What follows belongs to an exercise in optimizing a design on an open flow for small area, a short achievable clock period and few clock cycles; a production flow would make more cautious choices.
The RTL was checked by simulation tests, not by an equivalence proof against the original design.
Power is estimated from default activity; no workload was simulated.

==> flow/design.v (excerpt) <==
module analog_axis_key_repeater_top (
    input  logic                                  clk,
    input  logic                                  rst_n,
    input  logic                                  push,
    output logic                                  full,
    input  logic                                  cmd,
    input  logic [akr_pkg::AXIS_BITS-1:0]         axis_number,
    input  logic signed [akr_pkg::LEVEL_BITS-1:0] axis_level,
    input  logic [akr_pkg::TIME_BITS-1:0]         time_ms,
    input  logic                                  cfg_we,
    input  logic [akr_pkg::CFG_IDX_BITS-1:0]      cfg_addr,
    input  logic [akr_pkg::CFG_BITS-1:0]          cfg_wdata,
    output logic                                  empty,
    input  logic                                  pop,
    output logic [akr_pkg::ENTRY_BITS-1:0]        entry_index,
    output logic [akr_pkg::KEY_BITS-1:0]          key_code,
    output logic                                  is_release,
    output logic                                  last_of_run
);
clock: 8.0 ns
lec_check: 0
abc_area: 1
cap_margin: 20
core_margin: 2
core_utilization: 60
cts_cluster_diameter: 70
cts_cluster_size: 30
setup_slack_margin: 5
slew_margin: 20
tns_end_percent: 0
run.sh (not shown) runs the stock make flow with config.mk's settings and CLKGATE_MAP_FILE= SYNTH_SCRIPT=/design/flow/synth_recipe.tcl, a recipe that flattens the netlist after the stock synthesis.
Testbench counts at the start, summed over its fixed seeds: cycles 11,651.
Rerun with:
- CTS_CLUSTER_DIAMETER: 70 -> 85
- SYNTH_HIERARCHICAL: not set -> 1
What happened:
- The new run completed without violations
- total power increases by about 5%
- maximum frequency hardly moves
- setup slack improves by 3.2 ps
- via count climbs by about 8%
- cell count is higher by about 9%
- clock power falls by about 28%
- clock skew falls by 19 ps
- final area rises by 2.1%
- synthesized cell count is higher by 10%
- global-route usage goes up by 0.61 points
- wire length climbs by about 5%
Rerun with:
==> flow/flow/run.sh (new file) <==
#!/bin/bash
set -euo pipefail
export BUFFER_PORTS_ARGS="-buffer_cell sky130_fd_sc_hd__buf_4"
bash standard.sh finish > flow.log 2>&1
==> flow/standard.sh (new file) <==
#!/bin/bash
# synth_recipe.tcl (not shown) runs the flow's synth.tcl, then flattens the netlist and writes it again
# the make line also repeats each setting of config.mk as NAME=value (left out here)
make -C /OpenROAD-flow-scripts/flow DESIGN_CONFIG=/design/flow/config.mk WORK_HOME=/design/flow/orfs CLKGATE_MAP_FILE= SYNTH_SCRIPT=/design/flow/synth_recipe.tcl "${@:-finish}"
- CTS_CLUSTER_DIAMETER: 85 -> 80
- SYNTH_HIERARCHICAL: 1 -> not set
removed: flow/run.sh
Result:
- design area came out lower by 3.5%
- sequential power goes down by about 5%
- sequential cell count stays the same
- first-iteration DRC count went down by 1.3%
- total power fell by 8.4%
- clock power came out higher by 17%
- final cell count falls by 8.0%
- critical path depth is higher by 15
Rerun with:
==> flow/run.sh (new file) <==
#!/bin/bash
# synth_recipe.tcl (not shown) runs the flow's synth.tcl, then flattens the netlist and writes it again
# the make line also repeats each setting of config.mk as NAME=value (left out here)
make -C /OpenROAD-flow-scripts/flow DESIGN_CONFIG=/design/flow/config.mk WORK_HOME=/design/flow/orfs CLKGATE_MAP_FILE= SYNTH_SCRIPT=/design/flow/synth_recipe.tcl finish
- CTS_CLUSTER_DIAMETER: 80 -> 70
- SYNTH_HIERARCHICAL: not set -> 1
removed: flow/flow/run.sh
removed: flow/standard.sh
- flip-flop and latch count stays the same
- synthesized cell count came out higher by 10%
- hold slack stays flat
- register-to-register slack is worse by 150 ps
Rerun with:
- ABC_AREA: 1 -> not set
- CTS_CLUSTER_DIAMETER: 70 -> 100
Result: Global-route usage came out lower by 3.7 points. Routed wire length came out lower by 16%. Worst setup slack loses 240 ps. Combinational power came out lower by about 3%. Final cell count came out lower by 30%. Non-clock buffer count came out higher by 27. Power came out lower by 7.4%. Area after synthesis came out lower by 3.4%. Clock skew came out lower by 18 ps. Sequential share of layout area came out higher by 1.4 points.

========
analog_axis_key_repeater_top again, from the RTL that the note above started with.
Settings: LEC_CHECK=0, ABC_AREA=1, CAP_MARGIN=20, CORE_MARGIN=2, CORE_UTILIZATION=60, CTS_CLUSTER_DIAMETER=70, CTS_CLUSTER_SIZE=30, SETUP_SLACK_MARGIN=5, SLEW_MARGIN=20, TNS_END_PERCENT=0; clock period 8.0 ns.
standard.sh (not shown) runs the stock make flow with config.mk's settings and CLKGATE_MAP_FILE= SYNTH_SCRIPT=/design/flow/synth_recipe.tcl, a recipe that flattens the netlist after the stock synthesis.
==> flow/flow/run.sh <==
#!/bin/bash
set -euo pipefail
export BUFFER_PORTS_ARGS="-buffer_cell sky130_fd_sc_hd__buf_4"
bash standard.sh finish > flow.log 2>&1
Testbench counts at the start, summed over its fixed seeds: cycles 11,651.
Next try:
==> flow/run.sh (new file) <==
#!/bin/bash
# synth_recipe.tcl (not shown) runs the flow's synth.tcl, then flattens the netlist and writes it again
# the make line also repeats each setting of config.mk as NAME=value (left out here)
make -C /OpenROAD-flow-scripts/flow DESIGN_CONFIG=/design/flow/config.mk WORK_HOME=/design/flow/orfs CLKGATE_MAP_FILE= SYNTH_SCRIPT=/design/flow/synth_recipe.tcl finish
Settings changed: ABC_AREA 1 to unset, CTS_CLUSTER_DIAMETER 70 to unset, CTS_CLUSTER_SIZE 30 to unset, SYNTH_HIERARCHICAL set to 1.
removed: flow/flow/run.sh
removed: flow/standard.sh
Final area went up by about 6%.
Final cell count decreases by 22%.
Wire length went down by 5.2%.

==> what the ideal ports hide <==
Ports are ideal in the flow. The routed layouts listed here were re-timed in OpenROAD.
Step 1 assumes that a clkbuf_16 drives the clock port and a buf_2 every other input.
Step 2 adds t to the input delays and takes it off the output delays; t is the mean of the earliest and latest rising clock arrival at the registers after step 1. Input paths then give back, and output paths get back, about the clock's delay inside the block.
a / b / c = ideal / step 1 / step 2; a / b = the first two.
| run | t, ns | slack for setup (ns) | hold slack, ns | worst register clock-pin slew, ns | cell pins on the clock port's net |
|---|---|---|---|---|---|
| the first run of note 1 | 0.671 | 4.851 / 4.788 / 4.326 | 0.478 / 0.478 / 0.478 | 0.11 / 0.11 | 1 |
| the second run of note 1 | 0.618 | 4.854 / 4.800 / 4.253 | 0.476 / 0.476 / 0.476 | 0.12 / 0.12 | 1 |
| the third run of note 1 | 0.630 | 4.953 / 4.953 / 4.716 | 0.467 / 0.467 / 0.467 | 0.11 / 0.11 | 1 |
| the fourth run of note 1 | 0.664 | 4.804 / 4.768 / 4.140 | 0.470 / 0.470 / 0.470 | 0.11 / 0.11 | 1 |
| the fifth run of note 1 | 0.600 | 4.564 / 4.589 / 3.989 | 0.507 / 0.507 / 0.507 | 0.12 / 0.12 | 1 |
| the first run of note 2 | 0.648 | 4.992 / 4.992 / 4.698 | 0.465 / 0.465 / 0.465 | 0.10 / 0.10 | 1 |
| the second run of note 2 | 0.631 | 4.558 / 4.558 / 4.043 | 0.483 / 0.483 / 0.483 | 0.07 / 0.07 | 1 |
After both steps every run listed still meets setup and hold. For the fourth run of note 1, which loses most, drivers alone change the setup slack by -0.036 ns; drivers and shift together by -0.664 ns.
